What follows belongs to an exercise in optimizing a design on an open flow for a short achievable clock period and few clock cycles; a production flow would make more cautious choices.
Function was checked by simulation only, so behaviour that the tests miss may differ from the original.
No activity file was given, so power comes from the tool's default toggle rates.

==> flow/design.v (excerpt) <==
module cpu (
	input logic clk,
	input logic reset,
	input logic [127:0] ifetch_rdata,
	output logic [11:0] ifetch_address,
	input logic [127:0] mem_rdata,
	input logic mem_resp,
	output logic mem_read,
	output logic mem_write,
	output logic [127:0] mem_wdata,
	output logic [11:0] mem_address,
	output logic [15:0] mem_sel
);
For scale: about 54000 um2 of cells after synthesis.
clock: 4.4 ns
lec_check: 0
cap_margin: 20
core_margin: 2
core_utilization: 40
setup_slack_margin: 2.2
slew_margin: 20
standard.sh (not shown) runs the stock make flow with config.mk's settings and CLKGATE_MAP_FILE= SYNTH_SCRIPT=/design/flow/synth_recipe.tcl, a recipe that flattens the netlist after the stock synthesis.
==> flow/flow/run.sh <==
#!/bin/bash
# Layout flow: the standard synthesis; then the combinational logic is
# re-mapped by ABC for delay (flow/resynth.tcl, flow/abc.script), keeping
# every register as the standard synthesis made it; then the standard
# layout from the floorplan on. Each tool's output goes to its own log here.
set -euo pipefail
HERE=$(pwd)
bash standard.sh synth > synth.log 2>&1
R=$HERE/orfs/results/$FLOW_PLATFORM/cpu/base
cp "$R/1_2_yosys.v" "$HERE/1_2_yosys_standard.v"
YOSYS=$(command -v yosys || echo "$FLOW_HOME/../tools/install/yosys/bin/yosys")
RS_IN="$HERE/1_2_yosys_standard.v" RS_OUT="$R/1_2_yosys.v" RS_TOP="$FLOW_TOP" \
	RS_LIB="$FLOW_HOME/platforms/$FLOW_PLATFORM/lib/sky130_fd_sc_hd__tt_025C_1v80.lib" \
	RS_SCRIPT="$HERE/flow/abc.script" "$YOSYS" -c "$HERE/flow/resynth.tcl" > resynth.log 2>&1
bash standard.sh > layout.log 2>&1
==> flow/flow/abc.script <==
strash
dch -f
map -D 1000
buffer -p
upsize -D 1000
dnsize -D 1000
==> flow/flow/resynth.tcl <==
# Re-map the combinational logic of the standard synthesis with ABC for
# delay. Every sequential cell (so every register, with its name and cell
# type) is kept as it is; only the logic between them changes.
# env: RS_IN RS_OUT RS_TOP RS_LIB RS_SCRIPT
yosys -import
set lib $::env(RS_LIB)
read_liberty -ignore_miss_func -ignore_miss_dir $lib
blackbox sky130_fd_sc_hd__*df* sky130_fd_sc_hd__*dl* sky130_fd_sc_hd__*sdf* sky130_fd_sc_hd__conb_1
read_verilog $::env(RS_IN)
hierarchy -top $::env(RS_TOP)
flatten
opt_clean -purge
set dont_use {}
foreach c {sky130_fd_sc_hd__probe_p_8 sky130_fd_sc_hd__probec_p_8 sky130_fd_sc_hd__lpflow_*} { lappend dont_use -dont_use $c }
set f [open abc.constr w]
puts $f "set_driving_cell sky130_fd_sc_hd__buf_1"
puts $f "set_load 5"
close $f
abc -script $::env(RS_SCRIPT) -liberty $lib {*}$dont_use -constr abc.constr
read_liberty -lib -ignore_redef $lib
opt_clean -purge
hilomap -singleton -hicell sky130_fd_sc_hd__conb_1 HI -locell sky130_fd_sc_hd__conb_1 LO
insbuf -buf sky130_fd_sc_hd__buf_4 A X
splitnets
opt_clean -purge
stat -liberty $lib
check -assert -mapped
write_verilog -noattr -nohex -nodec $::env(RS_OUT)
Testbench counts at the start, summed over its fixed seeds: cycles 35,439.
==> next run, changes <==
--- a/flow/design.v
+++ b/flow/design.v
@@ -279,49 +279,63 @@
 	assign br_taken = br_res && (e_setcc ? pred : ((nzp & curcc) != 3'b000));
 	assign v_mis = v_valid && (((v_nzp & curcc) != 3'b000) != v_pred);
 	assign use_L = pc_in_L && !(bt && br_taken);
 	assign f_ok = use_L || !bt || br_taken;
 	assign fword = use_L ? lword : rword;
 	assign {f_src, f_alu, f_ldr, f_str, f_br} = use_L ? pre_l : pre_r;
 	assign d_stall = br_wait || hazard || (d_valid && (d_ldr || d_str) && !q_room);
 	assign d_load = !e_stall && !d_stall;
 	always_comb begin
 		nd_valid = d_valid;
-		if (v_mis || rd_valid) nd_valid = 1'b0;
+		if (v_mis) nd_valid = rec;
+		else if (rd_valid) nd_valid = 1'b0;
 		else if (!e_stall) begin
 			if (br_taken && bt) nd_valid = 1'b1;
 			else if (br_taken) nd_valid = 1'b0;
 			else if (!d_stall) nd_valid = f_ok;
 		end
 	end
 	assign dispatch = d_valid && !d_stall && !e_stall && !v_mis && (d_alu || d_ldr || d_str);
+	logic v_bt, a_fok, rec;
+	logic [15:0] a_tw, a_fw, a_t2, a_f2, aw, a2;
+	logic [11:0] a_tpre, a_fpre, apre;
+	logic ld_any;
+	logic [15:0] dw;
+	logic [11:0] dpre;
+	assign rec = v_mis && v_bt && (!v_pred || a_fok);
+	assign aw = v_pred ? a_fw : a_tw;
+	assign apre = v_pred ? a_fpre : a_tpre;
+	assign a2 = v_pred ? a_f2 : a_t2;
+	assign ld_any = d_load || rec;
+	assign dw = rec ? aw : fword;
+	assign dpre = rec ? apre : {f_src, f_alu, f_ldr, f_str, f_br};
 	assign alu_disp = dispatch && d_alu;
 	assign wr_disp = dispatch && (d_alu || d_ldr);
 	always_ff @(posedge clk) begin
 		if (reset) begin
 			pc <= 16'h0;
 			ft <= 16'h0;
 			d_valid <= 1'b0;
 			bt <= 1'b0;
 			v_valid <= 1'b0;
 			rd_valid <= 1'b0;
 			e_valid <= 1'b0;
 			w_valid <= 1'b0;
 			cc <= 3'b010;
 		end else begin
 			v_valid <= 1'b0;
 			d_valid <= nd_valid;
-			bt <= nd_valid && (d_load ? (f_br && use_L) : (d_br && d_tgt_ok));
+			bt <= nd_valid && (ld_any ? (!rec && f_br && use_L) : (d_br && d_tgt_ok));
 			rd_valid <= 1'b0;
 			if (v_mis) begin
-				pc <= v_alt;
-				ft <= v_alt;
+				pc <= rec ? a2 : v_alt;
+				ft <= rec ? a2 : v_alt;
 			end else if (rd_valid) begin
 				pc <= r_tgt;
 				ft <= r_tgt;
 			end else if (!e_stall) begin
 				v_valid <= br_res && e_setcc;
 				if (br_taken && bt) begin
 					pc <= pc + 16'd2;
 					ft <= pc + 16'd2;
 				end else if (br_taken) begin
 					rd_valid <= 1'b1;
@@ -331,34 +345,38 @@
 				end
 			end
 			if (!e_stall) e_valid <= dispatch;
 			w_valid <= e_valid && e_wr;
 			if (w_valid) cc <= w_cc;
 			else if (q_rd[0] && q_lcc[0] && mem_resp) cc <= ld_cc;
 		end
 	end
 	always_ff @(posedge clk) begin
 		v_pred <= pred;
+		v_bt <= bt;
+		a_tw <= rword;
+		a_tpre <= pre_r;
+		a_t2 <= pc + 16'd2;
+		a_fw <= lword;
+		a_fpre <= pre_l;
+		a_fok <= pc_in_L;
+		a_f2 <= NFA[ft[3:1]];
 		v_nzp <= nzp;
 		r_ft <= ft;
 		r_tgt <= tgt;
 		r_dtgt <= d_tgt;
 		v_tok <= d_tgt_ok;
-		if (d_load) begin
-			d_ir <= fword;
+		if (ld_any) begin
+			d_ir <= dw;
 			d_tgt <= LT[ft[3:1]];
-			d_tgt_ok <= use_L;
-			d_alu <= f_alu;
-			d_ldr <= f_ldr;
-			d_str <= f_str;
-			d_br <= f_br;
-			d_src <= f_src;
+			d_tgt_ok <= use_L && !rec;
+			{d_src, d_alu, d_ldr, d_str, d_br} <= dpre;
 		end
 		if (!e_stall) begin
 			e_and <= (op == 4'b0101) || (op == 4'b1001);
 			e_wr <= d_alu;
 			e_ld <= d_ldr;
 			e_st <= d_str;
 			e_a <= (op == 4'b1001) ? ~ra : ra;
 			e_b <= (d_ldr || d_str) ? off6 : (op == 4'b1001) ? 16'hFFFF : d_ir[5] ? imm5 : rb;
 			e_sd <= rs;
 			e_dr <= d_ir[11:9];
The new run finished with timing, DRC and antenna clean; area after synthesis came out higher by 4.8%; worst hold slack is better by 13 ps; register-to-register slack is worse by 20 ps; design area increases by 4.9%; total power rose by 11%; setup slack gets worse by 22 ps; die area goes up by 4.7%; wire length increases by 2.4%.
Testbench counts after the change, summed over its fixed seeds: cycles 34,924.

* * *

Another version of the RTL of cpu (not shown whole).
Size: roughly 6000 cells after synthesis, roughly 1000 flip-flops, ~430 I/O pins, roughly 60000 µm² of cells after synthesis.
Settings: LEC_CHECK=0, CAP_MARGIN=20, CORE_MARGIN=2, CORE_UTILIZATION=40, SETUP_SLACK_MARGIN=2.2, SLEW_MARGIN=20; clock period 4.4 ns.
run.sh (not shown) runs the stock make flow with config.mk's settings and CLKGATE_MAP_FILE= SYNTH_SCRIPT=/design/flow/synth_recipe.tcl, a recipe that flattens the netlist after the stock synthesis.
Stock flow here: none of the scripts above is used.
The starting point finished with timing, DRC and antenna clean.
Testbench counts at the start, summed over its fixed seeds: cycles 36,156.
Next try:
--- a/flow/design.v
+++ b/flow/design.v
@@ -138,15 +138,14 @@
 		end
 		ks_add = p ^ {gg[14:0], cin};
 	endfunction
 	logic [127:0] L;
 	logic [11:0]  L_line;
 	logic         L_v;
 	logic [15:0]  LT [0:7];
-	logic [15:0]  LT2 [0:7];    
 	logic         d_tgt_ok;
 	logic [15:0]  d_tgt;
 	logic bt, pc_in_L, use_L, f_ok;
 	logic nd_valid, d_load;
 	logic [11:0] fa;
 	logic [2:0] ws;
 	logic [15:0] rword, lword, fword;
@@ -186,16 +185,14 @@
 		if (!bt) begin
 			L <= ifetch_rdata;
 			L_line <= pc[15:4];
 			for (int k = 0; k < 8; k++)
 				LP[k] <= predec(ifetch_rdata[k*16 +: 16]);
 			for (int k = 0; k < 8; k++)
 				LT[k] <= {{pc[15:4], 3'(k)} + {{6{ifetch_rdata[k*16+8]}}, ifetch_rdata[k*16 +: 9]} + 15'd1, 1'b0};
-			for (int k = 0; k < 8; k++)
-				LT2[k] <= {{pc[15:4], 3'(k)} + {{6{ifetch_rdata[k*16+8]}}, ifetch_rdata[k*16 +: 9]} + 15'd2, 1'b0};
 		end
 	end
 	logic [15:0] ld_word;
 	logic [2:0] ld_cc;
 	logic ld_now, pop, e_mem, e_stall, mem_in;
 	assign mem_read = q_rd[0];
 	assign mem_write = q_wr[0];
@@ -269,17 +266,14 @@
 	logic d_stall, dispatch, alu_disp, wr_disp;
 	logic v_valid, v_pred, v_mis;
 	logic [2:0] v_nzp;
 	logic [15:0] v_alt;
 	logic rd_valid, v_tok;
 	logic [15:0] r_tgt, r_ft, r_dtgt;
 	assign v_alt = v_pred ? r_ft : (v_tok ? r_dtgt : r_tgt);
-	logic [15:0] pc2, ft2, v_alt2, r_tgt2;
-	assign v_alt2 = v_alt + 16'd2;
-	assign r_tgt2 = r_tgt + 16'd2;
 	always_comb begin
 		any_lcc = e_lcc;
 		for (int i = 0; i < QD; i++) any_lcc = any_lcc || q_lcc[i];
 	end
 	assign flags_wait = any_lcc;
 	assign e_setcc = e_valid && e_wr;
 	assign pred = d_ir[8] || (nzp == 3'b111) || (nzp == 3'b101);
@@ -305,16 +299,14 @@
 	assign dispatch = d_valid && !d_stall && !e_stall && !v_mis && (d_alu || d_ldr || d_str);
 	assign alu_disp = dispatch && d_alu;
 	assign wr_disp = dispatch && (d_alu || d_ldr);
 	always_ff @(posedge clk) begin
 		if (reset) begin
 			pc <= 16'h0;
 			ft <= 16'h0;
-			pc2 <= 16'h2;
-			ft2 <= 16'h2;
 			d_valid <= 1'b0;
 			bt <= 1'b0;
 			v_valid <= 1'b0;
 			rd_valid <= 1'b0;
 			e_valid <= 1'b0;
 			w_valid <= 1'b0;
 			cc <= 3'b010;
@@ -322,37 +314,27 @@
 			v_valid <= 1'b0;
 			d_valid <= nd_valid;
 			bt <= nd_valid && (d_load ? (f_br && use_L) : (d_br && d_tgt_ok));
 			rd_valid <= 1'b0;
 			if (v_mis) begin
 				pc <= v_alt;
 				ft <= v_alt;
-				pc2 <= v_alt2;
-				ft2 <= v_alt2;
 			end else if (rd_valid) begin
 				pc <= r_tgt;
 				ft <= r_tgt;
-				pc2 <= r_tgt2;
-				ft2 <= r_tgt2;
 			end else if (!e_stall) begin
 				v_valid <= br_res && e_setcc;
 				if (br_taken && bt) begin
-					pc <= pc2;
-					ft <= pc2;
-					pc2 <= pc2 + 16'd2;
-					ft2 <= pc2 + 16'd2;
+					pc <= pc + 16'd2;
+					ft <= pc + 16'd2;
 				end else if (br_taken) begin
 					rd_valid <= 1'b1;
 				end else if (!d_stall) begin
-					pc <= !f_ok ? ft : (f_br && use_L) ? LT[ft[3:1]] : ft2;
-					pc2 <= !f_ok ? ft2 : (f_br && use_L) ? LT2[ft[3:1]] : ft2 + 16'd2;
-					if (f_ok) begin
-						ft <= ft2;
-						ft2 <= ft2 + 16'd2;
-					end
+					pc <= !f_ok ? ft : (f_br && use_L) ? LT[ft[3:1]] : ft + 16'd2;
+					if (f_ok) ft <= ft + 16'd2;
 				end
 			end
 			if (!e_stall) e_valid <= dispatch;
 			w_valid <= e_valid && e_wr;
 			if (w_valid) cc <= w_cc;
 			else if (q_rd[0] && q_lcc[0] && mem_resp) cc <= ld_cc;
 		end
=>
- The changed run went through all stages and came out clean
- clock power shrinks by about 10%
- count of clock-buffer cells in the layout grows by 2
- total power shrinks by 27%
- final cell count shrinks by 19%
- cell area shrinks by 20%
- routed wire length shrinks by 19%
- sequential power shrinks by 18%
- synthesized cell count shrinks by 19%
- critical path depth grows by 1
- maximum frequency grows by 3.2%
- combinational power shrinks by 37%
- via count shrinks by 17%
- sequential share of layout area grows by 2.0 points
- flip-flop and latch count shrinks by 147
Testbench counts after the change, summed over its fixed seeds: cycles 36,156.

==> re-timing with driven ports <==
The results above use ideal ports. As a check the final layouts listed here were re-extracted and re-timed, cells and wires unchanged. Step 1 (the two cells are an assumption about what drives the block):
set clk [get_ports {clk}]
set_driving_cell -lib_cell sky130_fd_sc_hd__clkbuf_16 $clk
set_driving_cell -lib_cell sky130_fd_sc_hd__buf_2 [delete_from_list [all_inputs] $clk]
Step 2 times the ports against the registers' clock, not the clock port: input delays grow and output delays shrink by t, the midpoint of the rising clock arrivals with the driver on. Slacks: ideal ports / drivers / drivers and shift; pairs: ideal ports / drivers.
run | t, ns | setup slack, ns | latest minus earliest clock arrival (ns)
the first run of note 1 | 0.827 | 1.806 / 1.806 / 1.170 | 0.052 / 0.052
the second run of note 1 | 0.841 | 1.784 / 1.784 / 1.068 | 0.026 / 0.027
the first run of note 2 | 0.830 | 1.321 / 1.321 / 0.551 | 0.027 / 0.026
the second run of note 2 | 0.777 | 1.417 / 1.417 / 1.024 | 0.039 / 0.038
After both steps every run listed still meets setup and hold. The setup slack of the first run of note 2, which loses most, moves by 0.000 ns with the drivers and by -0.770 ns with both steps.
